Context: an optimization exercise on an open-source flow, tuned for small area. The choices shown serve that exercise and are no tape-out recipe. Only simulation tests tie the RTL to the original design; equivalence was not proved. Power and IR drop assume default switching activity.

==> design.v <==
`default_nettype none
package counter_pkg;
    localparam int CHAN_W = 6;                          
    localparam int LANE_W = 6;                          
    localparam logic [LANE_W-1:0] LANE_NONE = '1;       
    localparam int WB_ADR_W = 8;                        
    localparam int WB_DAT_W = 32;
    localparam logic [WB_ADR_W-1:0] ADDR_CTRL       = 8'h00;  
    localparam logic [WB_ADR_W-1:0] ADDR_STATUS     = 8'h01;  
    localparam logic [WB_ADR_W-1:0] ADDR_WINDOW     = 8'h02;  
    localparam logic [WB_ADR_W-1:0] ADDR_COUNT_BASE = 8'h10;  
    localparam logic [WB_ADR_W-1:0] ADDR_LUT_BASE   = 8'h40;  
    localparam logic [WB_DAT_W-1:0] DEFAULT_WINDOW = 32'd1000;
    typedef enum logic [1:0] {
        IDLE     = 2'd0,
        COUNT    = 2'd1,
        STOPPING = 2'd2                                 
    } ctrl_state_t;
endpackage
`default_nettype wire
`timescale 1ns/1ps
`default_nettype none
module tag_counter_top #(
    parameter int NUM_LANES = 4,
    parameter int COUNT_W   = 32
) (
    input  wire                              detector,
    input  wire                              arst_n_i,
    input  wire                              tag_valid_i,
    input  wire  [counter_pkg::CHAN_W-1:0]   tag_channel_i,
    input  wire                              wb_cyc_i,
    input  wire                              wb_stb_i,
    input  wire                              wb_we_i,
    input  wire  [counter_pkg::WB_ADR_W-1:0] wb_adr_i,
    input  wire  [counter_pkg::WB_DAT_W-1:0] wb_dat_i,
    output logic [counter_pkg::WB_DAT_W-1:0] wb_dat_o,
    output logic                             wb_ack_o,
    output logic [NUM_LANES*COUNT_W-1:0]     count_data_o,
    output logic                             count_valid_o
);
    localparam int DEPTH = 2 ** counter_pkg::CHAN_W;
    localparam int LW    = counter_pkg::LANE_W;
    logic wr_fire;
    logic start_req;
    logic stop_req;
    logic lut_we;
    logic win_we;
    always_ff @(posedge detector or negedge arst_n_i) begin
        if (!arst_n_i) wb_ack_o <= 1'b0;
        else           wb_ack_o <= wb_cyc_i && wb_stb_i && !wb_ack_o;
    end
    assign wr_fire   = wb_ack_o && wb_we_i;
    assign start_req = wr_fire && (wb_adr_i == 8'h00) && wb_dat_i[0];
    assign stop_req  = wr_fire && (wb_adr_i == 8'h00) && wb_dat_i[1];
    assign win_we    = wr_fire && (wb_adr_i == 8'h02);
    assign lut_we    = wr_fire && (wb_adr_i[7:6] == 2'b01);
    logic [LW-1:0] lut_n [DEPTH];
    logic [DEPTH-1:0] ok_n;                             
    always_ff @(posedge detector or negedge arst_n_i) begin
        if (!arst_n_i) begin
            for (int i = 0; i < DEPTH; i++) lut_n[i] <= '0;
        end else if (lut_we) begin
            lut_n[wb_adr_i[5:0]] <= ~wb_dat_i[LW-1:0];
        end
    end
    for (genvar i = 0; i < DEPTH; i++) begin : g_ok
        assign ok_n[i] = ~&lut_n[i][LW-1:2];
    end
    logic       hit_q;
    logic [1:0] hit_lane_q;
    always_ff @(posedge detector) begin
        hit_q      <= tag_valid_i && !ok_n[tag_channel_i];
        hit_lane_q <= ~lut_n[tag_channel_i][1:0];
    end
    logic active_q;
    logic stopping_q;
    logic window_end;
    logic snap_seen_q;
    always_ff @(posedge detector or negedge arst_n_i) begin
        if (!arst_n_i) begin
            active_q   <= 1'b0;
            stopping_q <= 1'b0;
        end else if (!active_q) begin
            active_q   <= start_req;
        end else begin
            active_q   <= !(window_end && (stopping_q || stop_req));
            stopping_q <= !window_end && (stopping_q || stop_req);
        end
    end
    logic [31:0] window_q;
    logic [31:0] remain_q;                              
    logic        load;
    always_ff @(posedge detector or negedge arst_n_i) begin
        if (!arst_n_i)   window_q <= counter_pkg::DEFAULT_WINDOW;
        else if (win_we) window_q <= wb_dat_i;
    end
    assign window_end = active_q && (remain_q == 32'd1);
    assign load       = (!active_q && start_req) || window_end;
    always_ff @(posedge detector) begin
        if (load) remain_q <= window_q;
        else      remain_q <= remain_q - 1'b1;
    end
    logic [COUNT_W-1:0] acc_q  [NUM_LANES];
    logic [COUNT_W-1:0] snap_q [NUM_LANES];
    for (genvar l = 0; l < NUM_LANES; l++) begin : g_lane
        logic               inc;
        logic [COUNT_W-1:0] acc_next;
        assign inc      = hit_q && (hit_lane_q == l);
        assign acc_next = (inc && (acc_q[l] != '1)) ? acc_q[l] + 1'b1 : acc_q[l];
        always_ff @(posedge detector) begin
            if (load) acc_q[l] <= '0;
            else      acc_q[l] <= acc_next;
        end
        always_ff @(posedge detector or negedge arst_n_i) begin
            if (!arst_n_i)       snap_q[l] <= '0;
            else if (window_end) snap_q[l] <= acc_next;
        end
        assign count_data_o[l*COUNT_W +: COUNT_W] = snap_q[l];
    end
    always_ff @(posedge detector or negedge arst_n_i) begin
        if (!arst_n_i) begin
            count_valid_o <= 1'b0;
            snap_seen_q   <= 1'b0;
        end else begin
            count_valid_o <= window_end;
            if (count_valid_o && !active_q) snap_seen_q <= 1'b1;
        end
    end
    always_comb begin
        wb_dat_o = '0;
        if (wb_adr_i[7:6] == 2'b01) begin
            wb_dat_o[LW-1:0] = ~lut_n[wb_adr_i[5:0]];
        end else if (wb_adr_i[7:2] == 6'b000100) begin
            wb_dat_o = snap_q[wb_adr_i[1:0]];
        end else if (wb_adr_i == 8'h01) begin
            wb_dat_o[1:0] = {snap_seen_q, active_q};
        end else if (wb_adr_i == 8'h02) begin
            wb_dat_o = window_q;
        end
    end
endmodule
`default_nettype wire
==> run.sh <==
#!/bin/bash
# synth_recipe.tcl (not shown) runs the flow's synth.tcl, then flattens the netlist and writes it again
# the make line also repeats each setting of config.mk as NAME=value (left out here)
make -C /OpenROAD-flow-scripts/flow DESIGN_CONFIG=/design/flow/config.mk WORK_HOME=/design/flow/orfs CLKGATE_MAP_FILE= SYNTH_SCRIPT=/design/flow/synth_recipe.tcl finish
==> config.mk <==
export PLATFORM = sky130hd
export DESIGN_NAME = tag_counter_top
export DESIGN_NICKNAME = tag_counter_top
export VERILOG_FILES = /design/flow/design.v
export SDC_FILE = /design/flow/constraint.sdc
export NUM_CORES = 4
export LEC_CHECK = 0
export CAP_MARGIN = 20
export CORE_MARGIN = 2
export CORE_UTILIZATION = 40
export SLEW_MARGIN = 20
==> constraint.sdc <==
create_clock -name core_clock -period 8.0 [get_ports {detector}]
set_input_delay 1.6000 -clock core_clock [delete_from_list [all_inputs] [get_ports {detector}]]
set_output_delay 1.6000 -clock core_clock [all_outputs]
set_load 0.01 [all_outputs]
==> impl_metrics.toml <==
[status]
run_status = "finished clean"

[min_path]
hold_class = "reg -> reg"
hold_start = "count_valid_o"
hold_depth = 1
hold_path_end = "snap_seen_q"

[placed_design]
gp_congestion = 1.08
dp_slack_ps = 650
placed_area_um2 = 37100
port_buffers = 213
place_hpwl_um = 130000

[critical_path]
crit_top_cell = "clkdlybuf4s50_1"
cp.arrival_ps = 5940
worst_path_largest_cell_delay_ps = 840
r2r_setup_slack_ps = 4130
end_kind = "output port"
crit_fanout = 14
rr_endpoint = "hit_q"
worst-r2r-cell-count = 7
slowest_stage = "a2111oi_0"
r2r_start = "lut_n[12][4]"
critPathKind = "in -> out"
path_cells = "clkdlybuf4s50_1 -> and4b_1 -> and2_0 -> a2111oi_0 -> nand3_1 -> nor4_1 -> a31o_2 -> clkdlybuf4s50_1"
start_kind = "input port"
worstPathRequired_ps = 6400

[cts]
clock_path_buffers = 3
htreeDepth = 3
postCtsSetupBuffers = 0
hold_buffers = 0
path_clk_slew_ps = 60
clock_latency_ps = 670
cts_sinks = 712
cts_buffers = 80
cts_root_buffer = "clkbuf_16"
ctsResizeCount = 0
cts_tree = "built"

[synthesis]
syn-num-nets = 3773
synth_ff_type = "dfrtp_1"
seq_area_frac_synth_pct = 50.2
yosysWarnings = 4
syn_area_um2 = 33900
ys_ff_latch = 712
synth-async-reset-ratio_pct = 77.1
ys_types = 74
syn_inst = 3715
syn_avg_cell_area_um2 = 9.11
synth_edf_count = 0

[power]
leakage_nw = 16.1
p_per_area_nw_per_um2 = 205
ir_drop_mv = 0.193

[die]
ioPinCount = 214
initial_core_util_pct = 40.4
die_y_um = 295
rows = 106
die_w_um = 295
coreArea_um2 = 83700
die-area_um2 = 87000

[drt]
drc = 0
drt_iter0_drc = 3880
vias = 31232
antenna_left = 0
drtPass1Iterations = 7
wl_per_cell_um = 34.0
wl_um = 170000
vias_per_cell = 6.24

[global_route]
antenna_found_initial = 12
grt_overflow = 0
grt_use_total_pct = 38.8
grt_max_degree = 193
grt_pass1_wl_um = 235000
first_global_vias = 28971

[timing]
finalCritPeriodShare_pct = 94.3
grt_setup_unrepaired = "no"
setup_viol = 0
timing.final.crit_period_ps = 7540
tns_ps = 0
clock.fmax_mhz = 133
setup_ws_ps = 458
report.final.slew_viol_count = 0
fin_skew_ps = 34.7
slew_headroom_pct = 12.1
worst_slew_pin_slew_ps = 1310
finalHoldViolations = 0

[finish]
drive_above_1_share_pct = 8.98
syn_to_final_growth_pct = 18.0
nFillCells = 7871
final_nets = 3856
final_common_cell = "nand2_1"
final_cell_mix = "547 x nand2_1, 543 x dfrtp_1, 385 x o21ai_0"
utilization_pct = 47.7
design_area_um2 = 39900

[job]
drv_cap = 0
worst max-delay path by stage:
stage | start | end | slack, ps | cells past startpoint
after detailed placement | wb_adr_i[3] | wb_dat_o[3] | 650 | 8
after CTS | wb_adr_i[3] | wb_dat_o[3] | 630 | 8
after global placement | wb_adr_i[3] | wb_dat_o[3] | 590 | 8
after global routing | wb_adr_i[3] | wb_dat_o[3] | 480 | 8
final | wb_adr_i[3] | wb_dat_o[3] | 460 | 8
after floorplan | wb_adr_i[0] | wb_dat_o[2] | 2570 | 9
state kept, by name, summed over array words and instances (netlist names):
register	cells
hit_q	1
snap_q	128
stopping_q	1
count_valid_o	1
acc_q	128
lut_n	384
wb_ack_o	1
remain_q	32
snap_seen_q	1
active_q	1
hit_lane_q	2
window_q	32
cells in the mapped netlist (10+ instances only):
master    number  area, um2
a21oi_1      149        746
a221oi_1      17        149
a222oi_1      11        110
a22o_1        32        280
a22oi_1       67        503
a31oi_1       17        106
a32o_1        13        130
a32oi_1       64        561
and2_0        14       87.6
and2_1        28        175
and3_1        53        332
and4_1        28        245
and4b_1       10        100
buf_1         15       56.3
buf_2         24        120
clkbuf_1     248        931
dfrtp_1      543      13600
dfxtp_1      163       3260
inv_1         18       67.6
mux2_1        12        135
mux2_2        23        259
mux2i_1       12        120
mux4_2        33        743
nand2_1      547       2050
nand3_1      249       1250
nand4_1      138        863
nor2_1       306       1150
nor3_1        63        315
nor3b_1       13       97.6
nor4_1        32        200
nor4b_1       10       87.6
nor4bb_1      15        150
o21ai_0      385       1930
o21ai_1       60        300
or4_1         14        105
xnor2_1       85        744
xor2_1        63        552
through the flow:
| step | total power, W | std cells | hold WS [ps] |
|---|---|---|---|
| after floorplan | 0.00404 | 3715 | 429 |
| after global placement | 0.00434 | 4848 | 472 |
| after detailed placement | 0.00434 | 4848 | 479 |
| after CTS | 0.00822 | 4996 | 497 |
| after global routing | 0.00841 | 4998 | 526 |
| final | 0.00819 | 5002 | 490 |
routing by layer:
layer	vias to the layer above	global-route usage [%]	part of all wire, %
met4	6	19.4	6.1
li1	13549	-	-
met2	1622	56.7	42
met3	399	9.93	9.5
met5	-	0	0.021
met1	15656	53.2	42
where the power goes:
group          switching, W  internal [W]  leakage (nW)  total (W)
combinational      0.000354      0.000147          5.77   0.000502
sequential         0.000122       0.00367          8.95    0.00379
clock               0.00159       0.00231          1.37    0.00390
cell type report:
| type | count | area, um2 | area share (%) |
|---|---|---|---|
| Sequential cell | 712 | 17000 | 42.6 |
| Multi-Input combinational cell | 2674 | 15700 | 39.4 |
| Timing Repair Buffer | 311 | 2900 | 7.25 |
| Clock buffer | 113 | 2330 | 5.83 |
| Tap cell | 1134 | 1420 | 3.55 |
| Clock inverter | 35 | 458 | 1.15 |
| Inverter | 19 | 71.3 | 0.179 |
| Antenna cell | 4 | 10.0 | 0.0251 |
kinds of logic after synthesis:
logic type / after synthesis / synth area share (%)
fa+ha+maj: 6 / 0.222
mux: 80 / 3.71
compound gates: 867 / 15.5
simple gates: 1573 / 22.5
flops: 712 / 50.2
buf+inv: 329 / 4.02
xor+xnor: 148 / 3.83
worst max-delay path: cells and delay by family:
family	cells	cell delay (ps)
buf+inv	2	1380
compound gates	2	1150
simple gates	4	1780

[afterwards: timing with drivers on the ports]
No port has a modelled driver above. Below, the same layout with a new extraction and two added sets of constraints.
Step 1 assumes that a clkbuf_16 drives the clock port and a buf_2 every other input.
Step 2 moves the port delays by t, midway between the first and last clock arrival at a register: inputs arrive t later, outputs are due t later. That takes back most of the time a late clock gives input paths.
Three values: ideal ports, drivers, drivers and shift; two values: the first two.
shift t [ns]: 0.720
setup slack, ns: 0.458 / 0.431 / 0.431
hold slack, ns: 0.490 / 0.490 / 0.490
clock arrival spread, ns: 0.037 / 0.038
worst data-port slew with drivers (ns): 0.14
After both steps this run still meets setup and hold. The setup slack of this run moves by -0.027 ns with the drivers and by -0.027 ns with both steps.
